Context: an optimization exercise on an open-source flow, tuned for small area, a short achievable clock period and few clock cycles per item. The choices shown serve that exercise and are no tape-out recipe. No functional check of the RTL was part of any run shown here.

## flow/design.v (module list and top-level ports; edited modules follow where they fit)
// module dct8_stream: 2617 lines
// module dct_fa: 10 lines
// module dct_ha: 9 lines
// module dct_add: 14 lines
// module dct_carry: 31 lines
// module dct_carry_ci: 13 lines
// module dct_sum: 11 lines
// module dct_sum_co: 12 lines
// module dct_out: 19 lines
// module dct_add_cs: 14 lines
// module dct_csl: 8 lines
// module dct_csh: 9 lines
module dct8_stream #(
    parameter int IN_W        = 8,
    parameter int OUT_W       = 14,
    parameter int LEVEL_SHIFT = 0
) (
    input  logic                    clk,
    input  logic                    rst,
    input  logic                    en,
    input  logic                    in_valid,
    output logic                    in_ready,
    input  logic [IN_W-1:0]         x0,
    input  logic [IN_W-1:0]         x1,
    input  logic [IN_W-1:0]         x2,
    input  logic [IN_W-1:0]         x3,
    input  logic [IN_W-1:0]         x4,
    input  logic [IN_W-1:0]         x5,
    input  logic [IN_W-1:0]         x6,
    input  logic [IN_W-1:0]         x7,
    output logic                    out_valid,
    input  logic                    out_ready,
    output logic signed [OUT_W-1:0] y0,
    output logic signed [OUT_W-1:0] y1,
    output logic signed [OUT_W-1:0] y2,
    output logic signed [OUT_W-1:0] y3,
    output logic signed [OUT_W-1:0] y4,
    output logic signed [OUT_W-1:0] y5,
    output logic signed [OUT_W-1:0] y6,
    output logic signed [OUT_W-1:0] y7
);
  // ...
==> flow/flow/run.sh <==
#!/bin/bash
# Standard ORFS layout, with repair_timing aiming below the clock period and
# plain buffers on the ports.
set -euo pipefail
bash standard.sh SETUP_SLACK_MARGIN=7.4 "BUFFER_PORTS_ARGS=-buffer_cell sky130_fd_sc_hd__buf_2" finish > standard_flow.log 2>&1
==> flow/standard.sh <==
#!/bin/bash
# synth_recipe.tcl (not shown) runs the flow's synth.tcl, then flattens the netlist and writes it again
# the make line also repeats each setting of config.mk as NAME=value (left out here)
make -C /OpenROAD-flow-scripts/flow DESIGN_CONFIG=/design/flow/config.mk WORK_HOME=/design/flow/orfs CLKGATE_MAP_FILE= SYNTH_SCRIPT=/design/flow/synth_recipe.tcl "${@:-finish}"
==> flow/config.mk <==
export PLATFORM = sky130hd
export DESIGN_NAME = dct8_stream
export DESIGN_NICKNAME = dct8_stream
export VERILOG_FILES = /design/flow/design.v
export SDC_FILE = /design/flow/constraint.sdc
export NUM_CORES = 4
export LEC_CHECK = 0
export CAP_MARGIN = 20
export CORE_MARGIN = 2
export CORE_UTILIZATION = 50
export SLEW_MARGIN = 20
export SYNTH_HIERARCHICAL = 1
==> flow/constraint.sdc <==
create_clock -name core_clock -period 12.0 [get_ports {clk}]
set_input_delay 2.4000 -clock core_clock [delete_from_list [all_inputs] [get_ports {clk}]]
set_output_delay 2.4000 -clock core_clock [all_outputs]
set_load 0.01 [all_outputs]
==> impl_metrics.csv, run 1 <==
group,metric,value,unit
sta,worst_pin_slew,1.02,ns
clock_tree,htreeDepth,2,
layout,nFlopsAndLatches,307,
worst_setup_path,crit_type,"flop to flop",
layout,nonClockBufferCount,411,
sta,setup_ws,7.23,ns
sta,skew,0.0485,ns
layout,finish.instance_area,0.0413,mm2
worst_setup_path,cp-start-kind,"flop",
layout,final_nets,4076,
sta,slew_violations,0,
routing,first_pass_iters,5,
clock_tree,clock-root-buffer,"clkbuf_16",
layout,largest_register_ffs,64,
status,status,"no timing/DRC/antenna violations",
worst_setup_path,crit_arrival,5.08,ns
clock_tree,cts.repair.resized,45,
worst_setup_path,setup.worst_path.end,"t2_u0r[4]",
grt,grt_max_degree,75,
placed_design,pre_cts_slack,6.42,ns
worst_setup_path,cp_common_cell,"fa_2",
worst_hold_path,min_from,"sk[4][7]",
grt,met3_usage,4.46,%
grt,first_global_vias,24070,
sta,hold_viol,0,
==> run 2, diff against run 1 <==
--- a/flow/design.v
+++ b/flow/design.v
@@ -76,29 +76,42 @@
         dct_add #(.W(8), .IB(1)) ub (.a(xm[i]), .b(xm[7-i]), .y(bp_n[i]), .yn(bn_n[i]));
     end
     logic [8:0] ss_n, sc_n, es_n, ec_n;
     for (genvar j = 0; j < 9; j++) begin : g_l1
         dct_fa us (.a(a_n[0][j]), .b(a_n[1][j]), .c(a_n[2][j]), .s(ss_n[j]), .co(sc_n[j]));
         dct_fa ue (.a(a_n[0][j]), .b(an_n[1][j]), .c(an_n[2][j]), .s(es_n[j]), .co(ec_n[j]));
     end
     logic [8:0] ss_r, sc_r, es_r, ec_r;
-    logic [8:0] a0_r, a1_r, a2_r, a3_r;
+    logic [4:0] dl0_n, dl1_n;
+    logic       dc0_n, dc1_n;
+    dct_addl ul0 (.a(a_n[0][4:0]), .b(a_n[3][4:0]), .y(dl0_n), .co(dc0_n));
+    dct_addl ul1 (.a(a_n[1][4:0]), .b(a_n[2][4:0]), .y(dl1_n), .co(dc1_n));
+    logic [8:0] a3_r;
+    logic [3:0] a0h_r, a1h_r, a2h_r;
+    logic [4:0] dl0_r, dl1_r, dn0_r, dn1_r;
+    logic       dc0_r, dc1_r;
     logic [8:0] bp0_r, bp1_r, bp2_r, bp3_r;
     logic [8:0] bn0_r, bn1_r, bn2_r, bn3_r;
     always_ff @(posedge clk) begin
         if (en & r2) begin
             ss_r  <= ss_n;
             sc_r  <= sc_n;
             es_r  <= es_n;
             ec_r  <= ec_n;
-            a0_r  <= a_n[0];
-            a1_r  <= a_n[1];
-            a2_r  <= a_n[2];
+            a0h_r <= a_n[0][8:5];
+            a1h_r <= a_n[1][8:5];
+            a2h_r <= a_n[2][8:5];
             a3_r  <= a_n[3];
+            dl0_r <= dl0_n;
+            dl1_r <= dl1_n;
+            dn0_r <= ~dl0_n;
+            dn1_r <= ~dl1_n;
+            dc0_r <= dc0_n;
+            dc1_r <= dc1_n;
             bp0_r <= bp_n[0];
             bp1_r <= bp_n[1];
             bp2_r <= bp_n[2];
             bp3_r <= bp_n[3];
             bn0_r <= bn_n[0];
             bn1_r <= bn_n[1];
             bn2_r <= bn_n[2];
             bn3_r <= bn_n[3];
@@ -1737,18 +1750,22 @@
     dct_ha us17 (.a(es_r[1]), .b(ec_r[0]), .s(s17), .co(c18));
     dct_fa us19 (.a(es_r[2]), .b(ec_r[1]), .c(a3_r[2]), .s(s19), .co(c20));
     dct_fa us21 (.a(es_r[3]), .b(ec_r[2]), .c(a3_r[3]), .s(s21), .co(c22));
     dct_fa us23 (.a(es_r[4]), .b(ec_r[3]), .c(a3_r[4]), .s(s23), .co(c24));
     dct_fa us25 (.a(es_r[5]), .b(ec_r[4]), .c(a3_r[5]), .s(s25), .co(c26));
     dct_fa us27 (.a(es_r[6]), .b(ec_r[5]), .c(a3_r[6]), .s(s27), .co(c28));
     dct_fa us29 (.a(es_r[7]), .b(ec_r[6]), .c(a3_r[7]), .s(s29), .co(c30));
     dct_fa us31 (.a(es_r[8]), .b(ec_r[7]), .c(a3_r[8]), .s(s31), .co(c32));
-    dct_add_cs ud0 (.a(a0_r), .b(a3_r), .y(d0p), .yn(d0n));
-    dct_add_cs ud1 (.a(a1_r), .b(a2_r), .y(d1p), .yn(d1n));
+    dct_addh ud0 (.a(a0h_r), .b(a3_r[8:5]), .ci(dc0_r), .y(d0p[9:5]), .yn(d0n[9:5]));
+    dct_addh ud1 (.a(a1h_r), .b(a2h_r), .ci(dc1_r), .y(d1p[9:5]), .yn(d1n[9:5]));
+    assign d0p[4:0] = dl0_r;
+    assign d1p[4:0] = dl1_r;
+    assign d0n[4:0] = dn0_r;
+    assign d1n[4:0] = dn1_r;
     dct_ha us33 (.a(ss_r[0]), .b(a3_r[0]), .s(s33), .co(c34));
     dct_fa us35 (.a(a3_r[1]), .b(s1), .c(1'b1), .s(s35), .co(c36));
     dct_ha us37 (.a(c14), .b(c10), .s(s37), .co(c38));
     dct_fa us39 (.a(sc_r[8]), .b(c2), .c(c16), .s(s39), .co(c40));
     dct_ha us41 (.a(c12), .b(c8), .s(s41), .co(c42));
     dct_ha us43 (.a(c14), .b(c10), .s(s43), .co(c44));
     dct_fa us45 (.a(a3_r[1]), .b(ss_r[0]), .c(a3_r[0]), .s(s45), .co(c46));
     dct_fa us47 (.a(a3_r[1]), .b(c2), .c(s1), .s(s47), .co(c48));
@@ -2729,39 +2746,26 @@
     for (genvar j = 1; j < 5; j++) begin : g_p
         assign p0[j] = &u0[j-1:0];
         assign p1[j] = &u1[j-1:0];
     end
     assign ch     = c5 | (cl & (&u0));
     assign y[4:0] = u0 ^ ({5{cl}} & p0);
     assign y[9:5] = u1 ^ ({5{ch}} & p1);
 endmodule
-module dct_add_cs (
-    input  logic [8:0] a,
-    input  logic [8:0] b,
-    output logic [9:0] y,
-    output logic [9:0] yn
-);
-    logic [4:0] lo, h0, h1;
-    logic       c5;
-    dct_csl u_lo (.a(a[4:0]), .b(b[4:0]), .y(lo), .co(c5));
-    dct_csh #(.CI(0)) u_h0 (.a(a[8:5]), .b(b[8:5]), .y(h0));
-    dct_csh #(.CI(1)) u_h1 (.a(a[8:5]), .b(b[8:5]), .y(h1));
-    assign y  = {c5 ? h1 : h0, lo};
-    assign yn = ~y;
-endmodule
-module dct_csl (
+module dct_addl (
     input  logic [4:0] a,
     input  logic [4:0] b,
     output logic [4:0] y,
     output logic       co
 );
     assign {co, y} = {1'b0, a} + {1'b0, ~b};
 endmodule
-module dct_csh #(
-    parameter int CI = 0
-) (
+module dct_addh (
     input  logic [3:0] a,
     input  logic [3:0] b,
-    output logic [4:0] y
+    input  logic       ci,
+    output logic [4:0] y,
+    output logic [4:0] yn
 );
-    assign y = {1'b0, a} + {1'b0, ~b} + 5'(CI);
+    assign y  = {1'b0, a} + {1'b0, ~b} + {4'd0, ci};
+    assign yn = ~y;
 endmodule
==> flow/flow/run.sh (replaced) <==
#!/bin/bash
# Standard ORFS layout, with repair_timing aiming below the clock period and
# plain buffers on the ports.
set -euo pipefail
bash standard.sh SETUP_SLACK_MARGIN=7.6 "BUFFER_PORTS_ARGS=-buffer_cell sky130_fd_sc_hd__buf_2" finish > standard_flow.log 2>&1
==> flow/config.mk (replaced) <==
export PLATFORM = sky130hd
export DESIGN_NAME = dct8_stream
export DESIGN_NICKNAME = dct8_stream
export VERILOG_FILES = /design/flow/design.v
export SDC_FILE = /design/flow/constraint.sdc
export NUM_CORES = 4
export LEC_CHECK = 0
export ABC_AREA = 1
export CAP_MARGIN = 20
export CORE_MARGIN = 2
export CORE_UTILIZATION = 50
export SLEW_MARGIN = 20
export SYNTH_HIERARCHICAL = 1
==> impl_metrics.csv, run 2 <==
group,metric,value,unit
worst_setup_path,required,12.31,ns
sta,fin_crit_sh,36.8,%
floorplan,fp.coreArea,0.0719,mm2
worst_setup_path,ff2ff_setup_slack,7.58,ns
clock_tree,cts_tree,"done",
layout,layout_common_cells,"nand2_1, fa_1, inv_1",
clock_tree,cts_buffers,39,
routing,dr_total_vias,24496,
clock_tree,clock_path_buffers,3,
worst_hold_path,min_to,"sk[4][2]",
logic_synthesis,syn_avg_cell_area,10.8,um2
placed_design,gp_congestion,0.904,
floorplan,fp.dieH,274,um
worst_hold_path,hold_depth,2,
worst_setup_path,crit_path_end_kind,"flop",
floorplan,placementRows,98,
worst_setup_path,crit_type,"flop to flop",
layout,largest-register,"sk",
worst_setup_path,crit_arrival,4.73,ns
logic_synthesis,yosys_warnings,27,
placed_design,dp_hpwl,72700,um
floorplan,start_util,50.7,%
worst_hold_path,min_from,"sk[4][2]",
routing,totalWireLength,91400,um
sta,hold_viol,0,
sta,rsz0062_at_grt,"yes",
sta,post-route-min-period,4.42,ns
floorplan,die_area,0.0750,mm2
layout,final_common_cell,"nand2_1",
logic_synthesis,synth_area,0.0364,mm2
grt,grt_pass1_wl,144000,um
worst_setup_path,cp-start-kind,"flop",
worst_setup_path,r2r-start,"a3_r[7]",
routing,drt_iter0_drc,1537,
routing,post_drt_wl_per_cell,18.9,um
sta,setup_ws,7.58,ns
worst_setup_path,worstPathMaxFanout,6,
routing,drcViolationCount,0,
grt,grt_max_degree,85,
status,status,"no timing/DRC/antenna violations",
clock_tree,htreeDepth,2,
worst_setup_path,r2r_end,"t4_u0r[3]",
routing,first_pass_iters,5,
placed_design,port_buffers,178,
layout,final_nets,4937,
clock_tree,clock_latency,0.58,ns
floorplan,dieWidth,274,um
layout,drive_gt1_share,15.8,%
routing,final_antenna_net_count,0,
layout,syn_to_final_growth,15.5,%
sta,setup_viol,0,
worst_setup_path,rr_worst_depth,12,
flow_run,cap_violations,0,
layout,diodes,0,
sta,skew,0.0317,ns
sta,fmax,226,MHz
clock_tree,clock_sinks,314,
clock_tree,clk_pin_slew,0.06,ns
floorplan,top_level_ports,183,
placed_design,pre_cts_slack,7.17,ns
routing,vias_per_cell,5.07,
logic_synthesis,synthCells,3358,
worst_hold_path,hold_path_class,"flop to flop",
sta,worst_pin_slew,0.912,ns
sta,timing.setup.tns,0,ns
grt,first_global_vias,25488,
layout,fin_cells,4831,
grt,grt_antenna_before_repair,1,
clock_tree,clock-root-buffer,"clkbuf_16",
layout,largest_register_ffs,64,
grt,gr-total-overflow,0,
sta,slew_violations,0,
clock_tree,cts_hold_buf,0,
sta,slew_headroom,39.2,%
sta,timing.hold.ws,0.482,ns
placed_design,place_inst,4569,
grt,grt_usage,25.7,%
run 2: stage by stage:
step	util, %	cell area, um2
2_1_floorplan	-	36900
3_3_place_gp	54.0	38800
3_5_place_dp	54.0	38800
4_1_cts	57.6	41400
5_1_grt	58.6	42100
6_report	58.6	42100
run 2: final cells by class:
type	count	area, um2
flip-flops and latches	314	8760
inverters	413	1550
multi-input cells	2688	26400
fillers	6078	29800
clock buffers	48	1060
clock inverters	24	215
repair buffers	394	2920
well taps	950	1190
run 2: layer usage:
| metal | global-route usage, % | part of all wire, % | vias to the layer above |
|---|---|---|---|
| li1 | - | - | 11420 |
| met1 | 34.5 | 41 | 12246 |
| met2 | 43.6 | 50 | 668 |
| met3 | 3.21 | 5.3 | 160 |
| met4 | 8.32 | 3.5 | 2 |
| met5 | 0 | 0.012 | - |
run 2: timing repair:
action	CTS	global route
resized for setup	26	32
setup buffers	126	63
pin swaps	17	27
endpoints found under the setup margin	38	33
run 2: worst max path at each step:
stage	from	end	slack, ns	cells after the start
2_1_floorplan	out_ready	t0_c5r	7.60	4
3_3_place_gp	x5[0]	dn1_r[3]	7.20	13
3_5_place_dp	x5[0]	dn1_r[3]	7.17	13
4_1_cts	dc0_r	t6_u0r[4]	7.51	16
5_1_grt	a3_r[7]	t4_u0r[4]	7.44	13
6_report	a3_r[7]	t4_u0r[3]	7.58	12
run 2: critical path: stages (launching register included):
cell      delay [ns]
edfxtp_1        0.52
buf_6           0.18
fa_2            0.37
buf_4           0.18
fa_2            0.39
fa_1            0.56
fa_1            0.43
fa_1            0.47
fa_1            0.52
ha_4            0.32
nand3_1         0.08
nand3_1         0.09
nand2_1         0.06
==> run 3, diff against run 2 <==
==> flow/flow/run.sh (replaced) <==
#!/bin/bash
# Standard ORFS layout, with repair_timing aiming below the clock period and
# plain buffers on the ports.
set -euo pipefail
bash standard.sh SETUP_SLACK_MARGIN=7.4 "BUFFER_PORTS_ARGS=-buffer_cell sky130_fd_sc_hd__buf_2" finish > standard_flow.log 2>&1
==> impl_metrics.csv, run 3 <==
group,metric,value,unit
status,status,"no timing/DRC/antenna violations",
layout,syn_to_final_growth,12.9,%
worst_setup_path,crit_arrival,4.82,ns
worst_setup_path,worstPathMaxFanout,6,
layout,fillCellCount,6272,
layout,final_nets,4843,
worst_setup_path,crit_path_end_kind,"flop",
sta,skew,0.0259,ns
layout,drive_gt1_share,13.0,%
layout,final_common_cell,"nand2_1",
floorplan,placementRows,98,
routing,dr_total_vias,23913,
sta,fin_crit_sh,37.5,%
clock_tree,clock-root-buffer,"clkbuf_16",
floorplan,top_level_ports,183,
layout,largest_register_ffs,64,
logic_synthesis,yosys_warnings,27,
clock_tree,clock_path_buffers,3,
layout,layout_common_cells,"nand2_1, fa_1, inv_1",
grt,grt_antenna_before_repair,1,
routing,final_antenna_net_count,0,
sta,slew_headroom,36.2,%
logic_synthesis,synth_area,0.0364,mm2
floorplan,fp.dieH,274,um
clock_tree,clock_sinks,314,
worst_setup_path,required,12.32,ns
worst_setup_path,cp-start-kind,"flop",
clock_tree,cts_buffers,40,
sta,slew_violations,0,
sta,fmax,222,MHz
grt,grt_max_degree,78,
sta,worst_pin_slew,0.958,ns
placed_design,gp_congestion,0.906,
routing,post_drt_wl_per_cell,18.9,um
placed_design,port_buffers,178,
floorplan,die_area,0.0750,mm2
floorplan,dieWidth,274,um
sta,rsz0062_at_grt,"no",
routing,drcViolationCount,0,
clock_tree,cts_hold_buf,0,
clock_tree,clk_pin_slew,0.06,ns
flow_run,cap_violations,0,
floorplan,fp.coreArea,0.0719,mm2
clock_tree,clock_latency,0.58,ns
routing,drt_iter0_drc,1478,
grt,grt_pass1_wl,142000,um
logic_synthesis,synthCells,3358,
worst_setup_path,crit_type,"flop to flop",
sta,hold_viol,0,
grt,first_global_vias,25184,
clock_tree,cts_tree,"done",
sta,post-route-min-period,4.50,ns
routing,totalWireLength,89500,um
layout,utilization,57.3,%
grt,grt_usage,25.3,%
sta,timing.setup.tns,0,ns
routing,vias_per_cell,5.05,
clock_tree,htreeDepth,2,
routing,first_pass_iters,5,
grt,gr-total-overflow,0,
placed_design,dp_hpwl,72100,um
layout,largest-register,"sk",
sta,setup_viol,0,
floorplan,start_util,50.7,%
logic_synthesis,syn_avg_cell_area,10.8,um2
worst_hold_path,hold_path_class,"flop to flop",
==> run 3: cell types whose count changed in the layout (fill, tap and decap cells not counted), sizes merged <==
cell,previous run,this run
inv,416,419
bufinv,3,1
clkinv,15,8
diode,0,1
clkbuf,48,53
buf,394,299
==> run 3: per-layer routing <==
metal,routed length (um),track usage [%]
met5,0,0
met2,44200,43.2
met3,5150,4.01
met1,37100,33.7
met4,3050,7.01
==> run 3: final timing paths <==
path                            startpoint        end  slack [ns]  cells past startpoint
worst max-delay path              bn2_r[6]  t1_u0r[4]        7.50                     11
worst min-delay path              sk[4][4]   sk[4][4]        0.49                      2
worst max register to register    bn2_r[6]  t1_u0r[4]        7.50                     11
worst min register to register    sk[4][4]   sk[4][4]        0.49                      2
==> run 3: timing repair <==
| item | CTS | global route |
|---|---|---|
| setup buffers | 28 | 61 |
| pin swaps | 1 | 5 |
| hold endpoints to repair | 0 | 0 |
| endpoints found under the setup margin | 18 | 21 |
| gates resized for setup | 10 | 21 |
==> run 3: final cells by class <==
class                   instances  area [um2]  share of cell area (%)
multi-input cells            2688       26300                    63.8
flip-flops and latches        314        8760                    21.3
repair buffers                299        1990                    4.85
inverters                     413        1560                    3.78
clock buffers                  53        1230                    2.99
well taps                     950        1190                    2.89
clock inverters                18         145                   0.353
diodes                          1        2.50                 0.00608
==> run 3: critical path, cell delays in order, from the launching register on <==
cell and delay [ns]:
edfxtp_1 0.88, fa_1 0.56, fa_1 0.42, fa_1 0.45, fa_1 0.51, fa_1 0.45, ha_1 0.27, fa_1 0.45
nand2_1 0.10, nand2_1 0.05, nand3_1 0.06, nand2_1 0.07
==> run 3: per-stage QoR <==
stage | cells | area, um2 | hold slack, ns | setup slack, ns
5_1_grt | 4735 | 41100 | 0.519 | 7.40
2_1_floorplan | 3461 | 36800 | 0.445 | 7.42
3_3_place_gp | 4574 | 38800 | 0.469 | 7.10
3_5_place_dp | 4574 | 38800 | 0.474 | 6.97
4_1_cts | 4673 | 40500 | 0.488 | 7.36
6_report | 4736 | 41100 | 0.491 | 7.50

-- re-timing with driven ports --
The results above use ideal ports. As a check the final layouts listed here were re-extracted and re-timed, cells and wires unchanged. Step 1 sets driving cells, clkbuf_16 on the clock port and buf_2 on the other inputs (assumed; they add their load-dependent delay and slew). Step 2 moves the port delays by t, midway between the first and last clock arrival at a register: inputs arrive t later, outputs are due t later. That takes back most of the time a late clock gives input paths. Three values: ideal, step 1, step 2; two values: the first two.
| run | t, ns | slack for setup (ns) | pins driven straight from the clock port |
|---|---|---|---|
| run 1 | 0.619 | 7.230 / 7.230 / 6.943 | 1 |
| run 2 | 0.629 | 7.584 / 7.584 / 7.151 | 1 |
| run 3 | 0.636 | 7.496 / 7.496 / 6.961 | 1 |
After both steps every run listed still meets setup and hold. The setup slack of run 3, which loses most, moves by 0.000 ns with the drivers and by -0.535 ns with both steps.
